What follows belongs to an exercise in optimizing a design on an open flow for small area, a short achievable clock period and few clock cycles per item; a production flow would make more cautious choices. Only simulation tests tie the RTL to the original design; equivalence was not proved. Power is estimated from default activity; no workload was simulated.

==> design.v <==
`default_nettype none
package srpg_pkg;
    localparam int DIV_FRAC_BITS_DEF = 4;
    localparam int CLK_W             = 28;
    localparam int DIVISOR_W         = 32;
    localparam int DIV_INT_MAX       = 255;
    localparam int WRAP_MIN          = 10;
    localparam int WRAP_MAX          = 65535;
    typedef enum logic [1:0] {
        OP_START = 2'd0,
        OP_TICK  = 2'd1,
        OP_STOP  = 2'd2
    } opcode_t;
    typedef enum logic [1:0] {
        REG_MAX_RATE      = 2'd0,
        REG_RAMP_STEP     = 2'd1,
        REG_RAMP_INTERVAL = 2'd2,
        REG_SYS_CLOCK     = 2'd3
    } reg_index_t;
    typedef struct packed {
        logic        forward;
        logic [15:0] requested_rate;
        logic [31:0] now_ms;
        logic [1:0]  opcode;
    } item_t;
    typedef struct packed {
        logic [15:0] max_rate;
        logic [15:0] ramp_step;
        logic [15:0] ramp_interval_ms;
    } ramp_cfg_t;
    typedef struct packed {
        logic [15:0] rate;
        logic        direction;
        logic        reprog;
    } ramp_status_t;
endpackage
`default_nettype wire
`default_nettype none
module srpg_div #(
    parameter int DIVIDEND_W = 32,
    parameter int DIVISOR_W  = 32
) (
    input  wire logic                  clk,
    input  wire logic                  rst_n,
    input  wire logic                  start,
    input  wire logic [DIVIDEND_W-1:0] dividend,
    input  wire logic [DIVISOR_W-1:0]  divisor,
    output logic                       done,
    output logic [DIVIDEND_W-1:0]      quotient
);
    localparam int CNT_W = $clog2(DIVIDEND_W);
    logic                  busy_reg;
    logic                  done_reg;
    logic [CNT_W-1:0]      cnt_reg;
    logic [DIVISOR_W-1:0]  den_reg;
    logic [DIVISOR_W-1:0]  rem_reg;
    logic [DIVIDEND_W-1:0] quo_reg;
    logic [DIVISOR_W:0]    shifted;
    logic [DIVISOR_W+1:0]  diff;
    logic                  ge;
    always_comb
    begin
        shifted = {rem_reg, quo_reg[DIVIDEND_W-1]};
        diff    = {1'b0, shifted} - {2'b00, den_reg};
        ge      = ~diff[DIVISOR_W+1];
    end
    always_ff @(posedge clk or negedge rst_n)
    begin
        if (!rst_n)
        begin
            busy_reg <= 1'b0;
            done_reg <= 1'b0;
            cnt_reg  <= '0;
        end
        else
        begin
            done_reg <= 1'b0;
            if (start)
            begin
                busy_reg <= 1'b1;
                cnt_reg  <= '0;
            end
            else if (busy_reg)
            begin
                cnt_reg <= cnt_reg + CNT_W'(1);
                if (cnt_reg == CNT_W'(DIVIDEND_W - 1))
                begin
                    busy_reg <= 1'b0;
                    done_reg <= 1'b1;
                end
            end
        end
    end
    always_ff @(posedge clk)
    begin
        if (start)
        begin
            den_reg <= divisor;
            rem_reg <= '0;
            quo_reg <= dividend;
        end
        else if (busy_reg)
        begin
            rem_reg <= ge ? diff[DIVISOR_W-1:0] : shifted[DIVISOR_W-1:0];
            quo_reg <= {quo_reg[DIVIDEND_W-2:0], ge};
        end
    end
    assign done     = done_reg;
    assign quotient = quo_reg;
endmodule
`default_nettype wire
`default_nettype none
module srpg_ramp (
    input  wire logic                 clk,
    input  wire logic                 rst_n,
    input  wire logic                 accept,
    input  wire srpg_pkg::item_t      item,
    input  wire srpg_pkg::ramp_cfg_t  cfg,
    output srpg_pkg::ramp_status_t    status
);
    logic        running_reg;
    logic [15:0] cur_reg;
    logic [15:0] tgt_reg;
    logic [31:0] last_reg;
    logic        dir_reg;
    logic        reprog_reg;
    logic [15:0] req_clamp;
    logic [15:0] step_clamp;
    logic [15:0] start_rate;
    logic [31:0] elapsed;
    logic        due;
    logic [16:0] sum;
    logic [15:0] tick_rate;
    logic        can_tick;
    always_comb
    begin
        req_clamp  = (item.requested_rate < cfg.max_rate) ? item.requested_rate : cfg.max_rate;
        step_clamp = (cfg.ramp_step < cfg.max_rate) ? cfg.ramp_step : cfg.max_rate;
        start_rate = (step_clamp > req_clamp) ? req_clamp : step_clamp;
        elapsed    = item.now_ms - last_reg;
        due        = ~elapsed[31] && (elapsed >= {16'd0, cfg.ramp_interval_ms});
        sum        = {1'b0, cur_reg} + {1'b0, cfg.ramp_step};
        tick_rate  = (sum > {1'b0, tgt_reg}) ? tgt_reg : sum[15:0];
        can_tick   = running_reg && (cur_reg < tgt_reg) && due;
    end
    always_ff @(posedge clk or negedge rst_n)
    begin
        if (!rst_n)
        begin
            running_reg <= 1'b0;
            cur_reg     <= '0;
            tgt_reg     <= '0;
            last_reg    <= '0;
            dir_reg     <= 1'b0;
            reprog_reg  <= 1'b0;
        end
        else if (accept)
        begin
            case (item.opcode)
                srpg_pkg::OP_START:
                begin
                    running_reg <= 1'b1;
                    dir_reg     <= item.forward;
                    tgt_reg     <= req_clamp;
                    cur_reg     <= start_rate;
                    last_reg    <= item.now_ms;
                    reprog_reg  <= 1'b1;
                end
                srpg_pkg::OP_TICK:
                begin
                    reprog_reg <= can_tick;
                    if (can_tick)
                    begin
                        cur_reg  <= tick_rate;
                        last_reg <= item.now_ms;
                    end
                end
                srpg_pkg::OP_STOP:
                begin
                    running_reg <= 1'b0;
                    cur_reg     <= '0;
                    tgt_reg     <= '0;
                    reprog_reg  <= 1'b1;
                end
                default:
                begin
                    reprog_reg <= 1'b0;
                end
            endcase
        end
    end
    assign status.rate      = cur_reg;
    assign status.direction = dir_reg;
    assign status.reprog    = reprog_reg;
endmodule
`default_nettype wire
`default_nettype none
module stepper_ramp_pwm_rate_generator_top #(
    parameter int DIV_FRAC_BITS = srpg_pkg::DIV_FRAC_BITS_DEF
) (
    input  wire logic        clk,
    input  wire logic        rst_n,
    input  wire logic        cfg_we,
    input  wire logic [1:0]  cfg_addr,
    input  wire logic [27:0] cfg_wdata,
    input  wire logic        s_tvalid,
    output logic             s_tready,
    input  wire logic [55:0] s_tdata,
    output logic             m_tvalid,
    input  wire logic        m_tready,
    output logic [63:0]      m_tdata
);
    localparam int DW       = srpg_pkg::CLK_W + DIV_FRAC_BITS;
    localparam int DIVW     = 8 + DIV_FRAC_BITS;
    localparam int ONE      = 1 << DIV_FRAC_BITS;
    localparam int DIV_MAX  = srpg_pkg::DIV_INT_MAX * ONE;
    typedef enum logic [2:0] {
        ST_IDLE,
        ST_PREP,
        ST_DIV1,
        ST_MUL,
        ST_LAUNCH2,
        ST_DIV2,
        ST_DONE
    } state_t;
    state_t state_reg;
    logic [15:0] max_rate_reg;
    logic [15:0] ramp_step_reg;
    logic [15:0] ramp_interval_reg;
    logic [27:0] sys_clock_reg;
    logic [15:0]      eff_reg;
    logic             zero_reg;
    logic [DIVW-1:0]  div_reg;
    logic [31:0]      prod_reg;
    logic             m_tvalid_reg;
    logic [63:0]      m_tdata_reg;
    srpg_pkg::item_t        item;
    srpg_pkg::ramp_cfg_t    ramp_cfg;
    srpg_pkg::ramp_status_t ramp_st;
    logic         accept;
    logic [15:0]          eff_c;
    logic                 div_start;
    logic [DW-1:0]        dividend;
    logic [srpg_pkg::DIVISOR_W-1:0] divisor;
    logic                 div_done;
    logic [DW-1:0]        quo;
    logic [DIVW-1:0] div_clamped;
    logic [DW-1:0]   quo_m1;
    logic [15:0]     wrap_c;
    logic [31:0]     div_ext;
    assign item     = s_tdata[50:0];
    assign s_tready = (state_reg == ST_IDLE);
    assign accept   = s_tvalid && s_tready;
    assign ramp_cfg.max_rate         = max_rate_reg;
    assign ramp_cfg.ramp_step        = ramp_step_reg;
    assign ramp_cfg.ramp_interval_ms = ramp_interval_reg;
    always_ff @(posedge clk or negedge rst_n)
    begin
        if (!rst_n)
        begin
            max_rate_reg      <= 16'd65535;
            ramp_step_reg     <= 16'd100;
            ramp_interval_reg <= 16'd10;
            sys_clock_reg     <= 28'd125000000;
        end
        else if (cfg_we)
        begin
            case (cfg_addr)
                srpg_pkg::REG_MAX_RATE:      max_rate_reg      <= cfg_wdata[15:0];
                srpg_pkg::REG_RAMP_STEP:     ramp_step_reg     <= cfg_wdata[15:0];
                srpg_pkg::REG_RAMP_INTERVAL: ramp_interval_reg <= cfg_wdata[15:0];
                srpg_pkg::REG_SYS_CLOCK:     sys_clock_reg     <= cfg_wdata;
                default:           max_rate_reg      <= max_rate_reg;
            endcase
        end
    end
    srpg_ramp u_ramp (
        .clk    (clk),
        .rst_n  (rst_n),
        .accept (accept),
        .item   (item),
        .cfg    (ramp_cfg),
        .status (ramp_st)
    );
    srpg_div #(
        .DIVIDEND_W (DW),
        .DIVISOR_W  (srpg_pkg::DIVISOR_W)
    ) u_div (
        .clk      (clk),
        .rst_n    (rst_n),
        .start    (div_start),
        .dividend (dividend),
        .divisor  (divisor),
        .done     (div_done),
        .quotient (quo)
    );
    always_comb
    begin
        eff_c     = (ramp_st.rate < max_rate_reg) ? ramp_st.rate : max_rate_reg;
        div_start = ((state_reg == ST_PREP) && (eff_c != 16'd0)) || (state_reg == ST_LAUNCH2);
        dividend  = DW'(sys_clock_reg) << DIV_FRAC_BITS;
        if (state_reg == ST_LAUNCH2)
            divisor = prod_reg;
        else
            divisor = {eff_c, 16'd0} - {16'd0, eff_c};
        if (quo < DW'(ONE))
            div_clamped = DIVW'(ONE);
        else if (quo > DW'(DIV_MAX))
            div_clamped = DIVW'(DIV_MAX);
        else
            div_clamped = quo[DIVW-1:0];
        quo_m1 = quo - DW'(1);
        if (quo < DW'(srpg_pkg::WRAP_MIN + 1))
            wrap_c = 16'(srpg_pkg::WRAP_MIN);
        else if (quo_m1 > DW'(srpg_pkg::WRAP_MAX))
            wrap_c = 16'(srpg_pkg::WRAP_MAX);
        else
            wrap_c = quo_m1[15:0];
        div_ext = 32'(div_reg);
    end
    always_ff @(posedge clk or negedge rst_n)
    begin
        if (!rst_n)
        begin
            state_reg    <= ST_IDLE;
            m_tvalid_reg <= 1'b0;
        end
        else
        begin
            if (m_tvalid_reg && m_tready && (state_reg != ST_DONE))
                m_tvalid_reg <= 1'b0;
            case (state_reg)
                ST_IDLE:
                begin
                    if (accept)
                        state_reg <= ST_PREP;
                end
                ST_PREP:
                begin
                    eff_reg  <= eff_c;
                    zero_reg <= (eff_c == 16'd0);
                    state_reg <= (eff_c == 16'd0) ? ST_DONE : ST_DIV1;
                end
                ST_DIV1:
                begin
                    if (div_done)
                    begin
                        div_reg   <= div_clamped;
                        state_reg <= ST_MUL;
                    end
                end
                ST_MUL:
                begin
                    prod_reg  <= 32'(div_reg) * 32'(eff_reg);
                    state_reg <= ST_LAUNCH2;
                end
                ST_LAUNCH2:
                begin
                    state_reg <= ST_DIV2;
                end
                ST_DIV2:
                begin
                    if (div_done)
                        state_reg <= ST_DONE;
                end
                ST_DONE:
                begin
                    if (!m_tvalid_reg || m_tready)
                    begin
                        m_tvalid_reg <= 1'b1;
                        if (zero_reg)
                            m_tdata_reg <= {2'b00, ramp_st.reprog, ramp_st.direction,
                                            ramp_st.rate, 15'd0, 16'd0, 12'd0, 1'b0};
                        else
                            m_tdata_reg <= {2'b00, ramp_st.reprog, ramp_st.direction,
                                            ramp_st.rate, wrap_c[15:1], wrap_c,
                                            div_ext[11:0], 1'b1};
                        state_reg <= ST_IDLE;
                    end
                end
                default:
                begin
                    state_reg <= ST_IDLE;
                end
            endcase
        end
    end
    assign m_tvalid = m_tvalid_reg;
    assign m_tdata  = m_tdata_reg;
endmodule
`default_nettype wire
==> run.sh <==
#!/bin/bash
# synth_recipe.tcl (not shown) runs the flow's synth.tcl, then flattens the netlist and writes it again
# the make line also repeats each setting of config.mk as NAME=value (left out here)
make -C /OpenROAD-flow-scripts/flow DESIGN_CONFIG=/design/flow/config.mk WORK_HOME=/design/flow/orfs CLKGATE_MAP_FILE= SYNTH_SCRIPT=/design/flow/synth_recipe.tcl finish
==> config.mk <==
export PLATFORM = sky130hd
export DESIGN_NAME = stepper_ramp_pwm_rate_generator_top
export DESIGN_NICKNAME = stepper_ramp_pwm_rate_generator_top
export VERILOG_FILES = /design/flow/design.v
export SDC_FILE = /design/flow/constraint.sdc
export NUM_CORES = 4
export LEC_CHECK = 0
export CAP_MARGIN = 20
export CORE_MARGIN = 2
export CORE_UTILIZATION = 40
export SLEW_MARGIN = 20
==> constraint.sdc <==
create_clock -name core_clock -period 8.0 [get_ports {clk}]
set_input_delay 1.6000 -clock core_clock [delete_from_list [all_inputs] [get_ports {clk}]]
set_output_delay 1.6000 -clock core_clock [all_outputs]
set_load 0.01 [all_outputs]
==> results.tsv <==
metric	value	unit
status	no timing/DRC/antenna violations	
Seq pwr share	0.240	
area of the multi-input gates	17300	um^2
Yosys reg bits	354	
synthesized cell area	28700	um^2
first-pass GRT wire length	123	mm
detailed-route via count	21900	
Worst R2R Setup Slack	1.30	ns
Overall Global Routing Usage	0.210	
Fmax	149	MHz
Hold Slack	0.457	ns
Final Routed Wirelength	76.8	mm
async set or reset register ratio after synthesis	0.435	
most used cell, CP	fa_1	
CTS sink count	354	
Fill cells	6914	
maximum VDD drop	0.401	mV
Psw	0.00659	W
number of global-route vias before repair	21800	
Pint	0.00786	W
Max Slew Vio Count	0	
Primary FF master, synth	edfxtp_1	
die area	73800	um^2
Worst Path Required	8.31	ns
CP Launch Point	div_reg[4]	
CP endpoint kind	flip-flop	
Cells after Synth	3016	
Worst R2R End	prod_reg[27]	
worst path arrival time	7.01	ns
clock period minus worst slack	6.70	ns
Period Utilization, post-route	0.838	
Ys Warns	3	
worst-skew pair later-pin latency	0.57	ns
1st-iter DRT viols	1420	
initial antenna violation count	1	
Area Overhead vs Synth	12.8	%
pin count of the biggest net entering global routing	101	
Worst Skew	0.0243	ns
RSZ-0062 raised after global routing	false	
Post-CTS Setup Bufs	0	
Hold Path Class	reg -> reg	
global placement routability congestion	0.926	
Final setup violation count	0	
crit-path leading delay family	adder cells	
clk slew on worst S/H paths	0.06	ns
Clock Power Share	0.129	
routed length per instance	18.8	um
Layout Nets	3598	
clock tree root driver cell	clkbuf_16	
max FFs per register	47	
IO Pins	157	
Core Box Area	71200	um^2
Slew HR	0.264	
DP Wirelength	58.1	mm
Crit-path slowest cell	edfxtp_1	
FP Rows	98	
Min-Delay Path Depth	0	
die width	272	um
number of synthesized flops with an enable pin	164	
largest fanout on the critical path	17	
Hold-fix buffers, CTS	0	
post-route setup TNS	0	ns
hold path start	u_ramp.dir_reg	
static leakage	14.6	nW
Port Buffers	149	
crit path kind	reg -> reg	
CTS Buf Count	42	
crit-path cells	nand2_1 -> fa_1 -> fa_1 -> fa_1 -> inv_1 -> fa_1 -> inv_1 -> fa_1 -> inv_1 -> ha_1 -> a21o_1 -> a21o_1 -> a21oi_1 -> o211a_1 -> o31ai_1 -> o311ai_0 -> a21boi_0 -> o21a_1 -> o21bai_1 -> a31oi_1 -> xnor2_1	
post-synthesis sequential area ratio	0.333	
Slew @ Worst Pin	1.10	ns
Hold Path End	m_tdata[60]	
CTS Buffer Depth	3	
startpoint types	flip-flop	
power density over the cells	447	nW/um^2
TritonCTS clock tree	yes	
post_cts resized	0	
Worst path max stage delay	0.91	ns
Net Sw Frac	0.456	
Syn Area/Cell	9.51	um^2
Final ANT Viol Nets	0	
DRC Markers	0	
r2r startpoint	div_reg[4]	
Starting Density	0.402	
DIE HEIGHT	272	um
worst reg2reg path depth	21	
final hold vios	0	
Synth cell types	83	
Register Area	9540	um^2
buffers and inverters on the worst path	3	
drt pass-1 iters	5	
H-tree depth	2	
Comb power frac	0.631	
Diodes inserted	0	
share of post-route cells with drive strength above 1	0.102	
GRT overflow	0	
WP depth	21	
Via density	5.36	
Max Cap Viol	0	
[through the flow]
step            util  std cells  cell area (um^2)  setup WS (ns)  power, W
3_3_place_gp   0.435       4006             31000          0.952    0.0125
2_1_floorplan      -       3017             28700           1.94    0.0102
6_report       0.454       4083             32300           1.30    0.0145
4_1_cts        0.454       4083             32300           1.29    0.0145
3_5_place_dp   0.435       4006             31000           1.12    0.0126
5_1_grt        0.454       4083             32300          0.783    0.0159
[routing by layer]
layer,part of all wire,up-vias,GRT usage
met5,0,-,0
met1,0.46,10700,0.292
met3,0.047,114,0.0246
met2,0.47,540,0.346
li1,-,10600,-
met4,0.025,0,0.0552
[how the worst max path moves through the flow]
stage and end:
2_1_floorplan prod_reg[27], 3_3_place_gp u_ramp.cur_reg[7], 3_5_place_dp u_ramp.last_reg[15], 4_1_cts prod_reg[27], 5_1_grt prod_reg[27], 6_report prod_reg[27]
[worst reg2reg max path, cell delays in order (launching register included)]
cell	delay, ns
edfxtp_1	0.91
nand2_1	0.19
fa_1	0.58
fa_1	0.44
fa_1	0.50
inv_1	0.06
fa_1	0.54
inv_1	0.06
fa_1	0.53
inv_1	0.04
ha_1	0.35
a21o_1	0.20
a21o_1	0.17
a21oi_1	0.26
o211a_1	0.23
o31ai_1	0.12
o311ai_0	0.38
a21boi_0	0.19
o21a_1	0.24
o21bai_1	0.19
a31oi_1	0.12
xnor2_1	0.14
[area by class of cell]
type                       count  area share
clock buffer                  57      0.0358
clock inverter                20     0.00495
inverter                     348      0.0404
multi-input combinational   2176       0.534
sequential                   354       0.295
tap                          950      0.0368
timing repair buffer         178      0.0529
[cells in the final DEF, fill, tap and decap left out, types with 27 or more instances in the layout]
cell type	synthesis	final
a31oi_1	43	43
edfxtp_1	164	164
nor2_1	130	129
nand3_1	52	52
clkbuf_16	0	43
xnor2_1	80	80
dfstp_2	34	34
inv_1	346	345
a21o_1	60	60
dfxtp_1	36	36
nand2_1	373	373
clkdlybuf4s50_1	0	148
mux2i_1	60	60
buf_4	20	29
nor2b_1	30	29
a211oi_1	27	27
dfrtp_1	120	119
mux2_2	130	130
nor3_1	53	52
fa_1	143	143
a21oi_1	147	145
o21ai_0	172	171
and2_1	84	84
xor2_1	28	28
nand4_1	28	28
ha_1	264	264
[cells in the mapped netlist, types with 15 or more instances]
cell type  instances  area [um^2]
o21a_1            16          120
nand2b_1          20          125
ha_1             264         3300
and2_1            84          526
nor3_1            53          265
nand3_1           52          260
or3_1             17          106
xor2_1            28          245
a21oi_1          147          736
dfrtp_1          120         3000
clkbuf_1         103          387
o21ai_0          172          861
nor2_1           130          488
mux2i_1           60          601
a211oi_1          27          203
dfxtp_1           36          721
nor2b_1           30          188
buf_4             20          150
a31oi_1           43          269
xnor2_1           80          701
nand4_1           28          175
a21o_1            60          450
dfstp_2           34          893
o211ai_1          15          113
o21bai_1          19          143
edfxtp_1         164         4920
nand2_1          373         1400
mux2_2           130         1460
fa_1             143         2860
or2_2             20          125
inv_1            346         1300
[logic make-up (layout without fill, tap and decap cells)]
kind of cell | after synthesis | after routing | synth area share
and+or+nand+nor | 868 | 868 | 0.144
muxes | 199 | 199 | 0.0767
xor gates and xnor gates | 108 | 108 | 0.0330
DFF | 354 | 354 | 0.333
adders and majority gates | 407 | 407 | 0.215
AOI/OAI and AO/OA | 592 | 592 | 0.131
other | 1 | 2 | 0.000131
buffers and inverters | 487 | 603 | 0.0677
[power groups by stage]
stage               clock (W)  sequential, W  combinational, W
detailed placement          0        0.00350           0.00906
finish                0.00186        0.00348           0.00912
global placement            0        0.00348           0.00901
floorplan                   0        0.00319           0.00705
CTS                   0.00191        0.00347           0.00916
global route          0.00198        0.00354            0.0104
Testbench counts, summed over its fixed seeds: cycles 100,052, items 2,000.

[afterwards: timing with drivers on the ports]
How much do the figures lean on ideal ports? The routed layout below was timed once more, with nothing changed but the port constraints.
Step 1 sets driving cells, clkbuf_16 on the clock port and buf_2 on the other inputs (assumed; they add their load-dependent delay and slew).
Step 2 adds t to the input delays and takes it off the output delays; t is the mean of the earliest and latest rising clock arrival at the registers after step 1. Input paths then give back, and output paths get back, about the clock's delay inside the block.
a / b / c = ideal / step 1 / step 2; a / b = the first two.
shift t [ns]: 0.617
slack for setup (ns): 1.300 / 1.300 / 1.133
worst hold slack (ns): 0.457 / 0.457 / 0.457
After both steps setup and hold are still met in this run. For this run, drivers alone change the setup slack by 0.000 ns; drivers and shift together by -0.167 ns.
